Source: an optimization exercise on an open RTL-to-GDS flow (aim: small area). Production flows keep margins and buffers that such runs may drop. In this exercise RTL edits were held to simulation tests only and were not proved equivalent to the original. Power is estimated from default activity; no workload was simulated.

== the baseline ==
## msg_char_streamer
module msg_char_streamer (
  input  wire logic                   clk,
  input  wire logic                   reset,
  input  wire logic                   load_valid,
  output      logic                   load_ready,
  input  wire logic [msg_char_streamer_pkg::MSG_WIDTH-1:0]   load_msg,
  input  wire logic [msg_char_streamer_pkg::LEN_WIDTH-1:0]   load_length,
  input  wire logic [1:0]             load_label,
  output      logic                   char_valid,
  input  wire logic                   char_ready,
  output      logic [msg_char_streamer_pkg::CHAR_LENGTH-1:0] char_data,
  output      logic [msg_char_streamer_pkg::LEN_WIDTH-1:0]   char_index,
  output      logic                   char_first,
  output      logic                   char_last,
  output      logic [1:0]             char_label,
  output      logic                   done,
  output      logic [msg_char_streamer_pkg::LEN_WIDTH-1:0]   done_count,
  output      logic                   busy
);
Size: roughly 2200 cells after synthesis, roughly 1300 flip-flops, about 1300 I/O pins.
==> module msg_rd_dec, before the edit <==
module msg_rd_dec #(
  parameter int NCHAR = 160
) (
  input  wire logic [7:0]       i_index,
  output logic      [NCHAR-2:0] o_sel
);
  for (genvar i = 1; i < NCHAR; i++) begin : g_sel
    assign o_sel[i-1] = (i_index == 8'(i));
  end
endmodule
==> module msg_char_streamer, before the edit <==
module msg_char_streamer (
  input  wire logic                   clk,
  input  wire logic                   reset,
  input  wire logic                   load_valid,
  output      logic                   load_ready,
  input  wire logic [msg_char_streamer_pkg::MSG_WIDTH-1:0]   load_msg,
  input  wire logic [msg_char_streamer_pkg::LEN_WIDTH-1:0]   load_length,
  input  wire logic [1:0]             load_label,
  output      logic                   char_valid,
  input  wire logic                   char_ready,
  output      logic [msg_char_streamer_pkg::CHAR_LENGTH-1:0] char_data,
  output      logic [msg_char_streamer_pkg::LEN_WIDTH-1:0]   char_index,
  output      logic                   char_first,
  output      logic                   char_last,
  output      logic [1:0]             char_label,
  output      logic                   done,
  output      logic [msg_char_streamer_pkg::LEN_WIDTH-1:0]   done_count,
  output      logic                   busy
);
  logic                   r_ready;
  logic                   r_valid;
  logic                   r_done;
  logic [msg_char_streamer_pkg::LEN_WIDTH-1:0]   r_index;
  logic [msg_char_streamer_pkg::LEN_WIDTH-1:0]   r_nindex;    
  logic [msg_char_streamer_pkg::CHAR_LENGTH-1:0] r_data;      
  logic [msg_char_streamer_pkg::LEN_WIDTH-1:0]   r_len;
  logic [1:0]             r_label;
  logic                   w_load_fire;
  logic                   w_char_fire;
  logic                   w_last;
  logic                   w_len_zero;
  logic [msg_char_streamer_pkg::CHAR_LENGTH-1:0] w_next_char;
  assign w_load_fire = r_ready && load_valid;
  assign w_char_fire = r_valid && char_ready;
  assign w_len_zero  = (load_length == '0);
  assign w_last      = (r_nindex == r_len);
  always_ff @(posedge clk or negedge reset) begin
    if (!reset) begin
      r_ready <= 1'b0;
      r_valid <= 1'b0;
      r_done  <= 1'b0;
    end else begin
      r_ready <= r_done || (!r_valid && !r_done && !w_load_fire);
      r_valid <= (w_load_fire && !w_len_zero) || (r_valid && !(char_ready && w_last));
      r_done  <= (w_load_fire && w_len_zero) || (w_char_fire && w_last);
    end
  end
  always_ff @(posedge clk) begin
    if (r_ready) begin
      r_len    <= msg_char_streamer_pkg::clamp_len(load_length);
      r_label  <= load_label;
      r_index  <= '0;
      r_nindex <= msg_char_streamer_pkg::LEN_WIDTH'(1);
      r_data   <= load_msg[msg_char_streamer_pkg::MSG_WIDTH-1 -: msg_char_streamer_pkg::CHAR_LENGTH];
    end else if (w_char_fire) begin
      r_index  <= r_nindex;
      r_nindex <= r_nindex + msg_char_streamer_pkg::LEN_WIDTH'(1);
      r_data   <= w_next_char;
    end
  end
  msg_shift_buffer #(
    .NCHAR (msg_char_streamer_pkg::MESSAGE_LENGTH),
    .CHAR  (msg_char_streamer_pkg::CHAR_LENGTH)
  ) u_shift_buffer (
    .clk     (clk),
    .i_load  (r_ready),
    .i_data  (load_msg),
    .i_index (r_nindex),
    .o_char  (w_next_char)
  );
  assign load_ready = r_ready;
  assign char_valid = r_valid;
  assign char_data  = r_data;
  assign char_index = r_index;
  assign char_first = (r_index == '0);
  assign char_last  = w_last;
  assign char_label = r_label;
  assign done       = r_done;
  assign done_count = r_len;
  assign busy       = r_valid || r_done;
endmodule
==> flow/config.mk <==
export PLATFORM = sky130hd
export DESIGN_NAME = msg_char_streamer
export DESIGN_NICKNAME = msg_char_streamer
export VERILOG_FILES = /design/flow/design.v
export SDC_FILE = /design/flow/constraint.sdc
export NUM_CORES = 4
export LEC_CHECK = 0
export CAP_MARGIN = 20
export CORE_AREA = 2 2 366 366
export DIE_AREA = 0 0 368 368
export SETUP_SLACK_MARGIN = 0.1
export SLEW_MARGIN = 20
export SYNTH_HIERARCHICAL = 1
==> flow/constraint.sdc <==
create_clock -name core_clock -period 4.0 [get_ports {clk}]
set_input_delay 0.8000 -clock core_clock [delete_from_list [all_inputs] [get_ports {clk}]]
set_output_delay 0.8000 -clock core_clock [all_outputs]
set_load 0.01 [all_outputs]
standard.sh (not shown) runs the stock make flow with config.mk's settings and CLKGATE_MAP_FILE= SYNTH_SCRIPT=/design/flow/synth_recipe.tcl, a recipe that flattens the netlist after the stock synthesis.
==> flow/flow/run.sh <==
#!/bin/bash
# Standard ORFS layout with two changes:
#  - the port buffers use the smallest buffer (buf_1) instead of the
#    resizer's default choice;
#  - clock tree synthesis clusters up to 30 sinks per leaf buffer and adds
#    no dummy loads.
set -euo pipefail
bash standard.sh \
  'BUFFER_PORTS_ARGS=-buffer_cell sky130_fd_sc_hd__buf_1' \
  'CTS_ARGS=-sink_clustering_enable -repair_clock_nets -dont_use_dummy_load -sink_clustering_size 30 -sink_clustering_max_diameter 100' \
  finish > standard_flow.log 2>&1
For the candidate, these inputs were changed with respect to the baseline:
--- a/flow/design.v
+++ b/flow/design.v
@@ -51,15 +51,37 @@
 module msg_rd_dec #(
   parameter int NCHAR = 160
 ) (
   input  wire logic [7:0]       i_index,
   output logic      [NCHAR-2:0] o_sel
 );
-  for (genvar i = 1; i < NCHAR; i++) begin : g_sel
-    assign o_sel[i-1] = (i_index == 8'(i));
+  localparam int NHI = (NCHAR - 2) / 16 + 1;
+  logic [15:0]    w_lo_n;
+  logic [NHI-1:0] w_hi_n;
+  msg_rd_predec #(.N(16))  u_lo (.i_val(i_index[3:0]), .o_hot_n(w_lo_n));
+  msg_rd_predec #(.N(NHI)) u_hi (.i_val(i_index[7:4]), .o_hot_n(w_hi_n));
+  for (genvar k = 0; k < NCHAR - 1; k++) begin : g_sel
+    msg_rd_nor2 u_sel (.i_a(w_lo_n[k % 16]), .i_b(w_hi_n[k / 16]), .o_y(o_sel[k]));
   end
+endmodule
+module msg_rd_predec #(
+  parameter int N = 16
+) (
+  input  wire logic [3:0]   i_val,
+  output logic      [N-1:0] o_hot_n
+);
+  for (genvar j = 0; j < N; j++) begin : g_hot
+    assign o_hot_n[j] = (i_val != 4'(j));
+  end
+endmodule
+module msg_rd_nor2 (
+  input  wire logic i_a,
+  input  wire logic i_b,
+  output logic      o_y
+);
+  assign o_y = ~(i_a | i_b);
 endmodule
 module msg_rd_bit #(
   parameter int NCHAR = 160
 ) (
   input  wire logic [NCHAR-1:0] i_sel,
   input  wire logic [NCHAR-1:0] i_data,
@@ -109,25 +131,26 @@
   output      logic                   busy
 );
   logic                   r_ready;
   logic                   r_valid;
   logic                   r_done;
   logic [msg_char_streamer_pkg::LEN_WIDTH-1:0]   r_index;
-  logic [msg_char_streamer_pkg::LEN_WIDTH-1:0]   r_nindex;    
   logic [msg_char_streamer_pkg::CHAR_LENGTH-1:0] r_data;      
   logic [msg_char_streamer_pkg::LEN_WIDTH-1:0]   r_len;
   logic [1:0]             r_label;
   logic                   w_load_fire;
   logic                   w_char_fire;
   logic                   w_last;
   logic                   w_len_zero;
   logic [msg_char_streamer_pkg::CHAR_LENGTH-1:0] w_next_char;
+  logic [msg_char_streamer_pkg::LEN_WIDTH-1:0]   w_index_inc;
   assign w_load_fire = r_ready && load_valid;
   assign w_char_fire = r_valid && char_ready;
   assign w_len_zero  = (load_length == '0);
-  assign w_last      = (r_nindex == r_len);
+  assign w_index_inc = r_index + msg_char_streamer_pkg::LEN_WIDTH'(1);
+  assign w_last      = (w_index_inc == r_len);
   always_ff @(posedge clk or negedge reset) begin
     if (!reset) begin
       r_ready <= 1'b0;
       r_valid <= 1'b0;
       r_done  <= 1'b0;
     end else begin
@@ -138,28 +161,26 @@
   end
   always_ff @(posedge clk) begin
     if (r_ready) begin
       r_len    <= msg_char_streamer_pkg::clamp_len(load_length);
       r_label  <= load_label;
       r_index  <= '0;
-      r_nindex <= msg_char_streamer_pkg::LEN_WIDTH'(1);
       r_data   <= load_msg[msg_char_streamer_pkg::MSG_WIDTH-1 -: msg_char_streamer_pkg::CHAR_LENGTH];
     end else if (w_char_fire) begin
-      r_index  <= r_nindex;
-      r_nindex <= r_nindex + msg_char_streamer_pkg::LEN_WIDTH'(1);
+      r_index  <= w_index_inc;
       r_data   <= w_next_char;
     end
   end
   msg_shift_buffer #(
     .NCHAR (msg_char_streamer_pkg::MESSAGE_LENGTH),
     .CHAR  (msg_char_streamer_pkg::CHAR_LENGTH)
   ) u_shift_buffer (
     .clk     (clk),
     .i_load  (r_ready),
     .i_data  (load_msg),
-    .i_index (r_nindex),
+    .i_index (r_index),
     .o_char  (w_next_char)
   );
   assign load_ready = r_ready;
   assign char_valid = r_valid;
   assign char_data  = r_data;
   assign char_index = r_index;
--- outcome ---
Per the comparison of the candidate with the baseline, flop and latch count out of synthesis fell by 0.61%, number of standard cells after synthesis now sits lower, non-clock buffer count went down 17, via count now sits lower, actual transition at the worst max-transition pin shows a reduction of 0.10 ns.
The baseline ended up with r_nindex[6]$_SDFFE_PP0P_ as its beginning of the critical path; the candidate ended up with r_index[3]$_SDFFE_PP0P_.
Measured against each other, the candidate and the baseline differ in clock-net power, the lower figure coming from the candidate.
Register-to-register slack for the candidate: 0.07 ns up relative to the baseline
The candidate ended with less fraction of area in non-clock buffers than the baseline.
Required time at the endpoint of the critical path in the candidate is 0.06 ns below the baseline.
The baseline → the candidate: share of cell area taken by flip-flops and latches barely changed; share of the yosys chip area belonging to registers now sits higher; clock network fraction of design power now sits higher.
Lower synthesis-to-finish area growth goes to the baseline over the candidate.

[port drivers added, routing unchanged]
The flow's constraints put no driver on any port. The routed layouts listed below were extracted and timed again, unchanged, in two steps. Step 1 assumes that a clkbuf_16 drives the clock port and a buf_2 every other input. Step 2 moves the port delays by t, midway between the first and last clock arrival at a register: inputs arrive t later, outputs are due t later. That takes back most of the time a late clock gives input paths. Three values: no drivers, after step 1, after step 2; two values: the first two.
run	t, ns	setup WS [ns]	clock arrival spread, ns	slew at the worst register clock pin (ns)
the baseline	0.743	0.135 / 0.135 / 0.135	0.090 / 0.090	0.12 / 0.12
the candidate	0.734	0.203 / 0.134 / 0.203	0.086 / 0.085	0.12 / 0.12
After both steps every run listed still meets setup and hold.
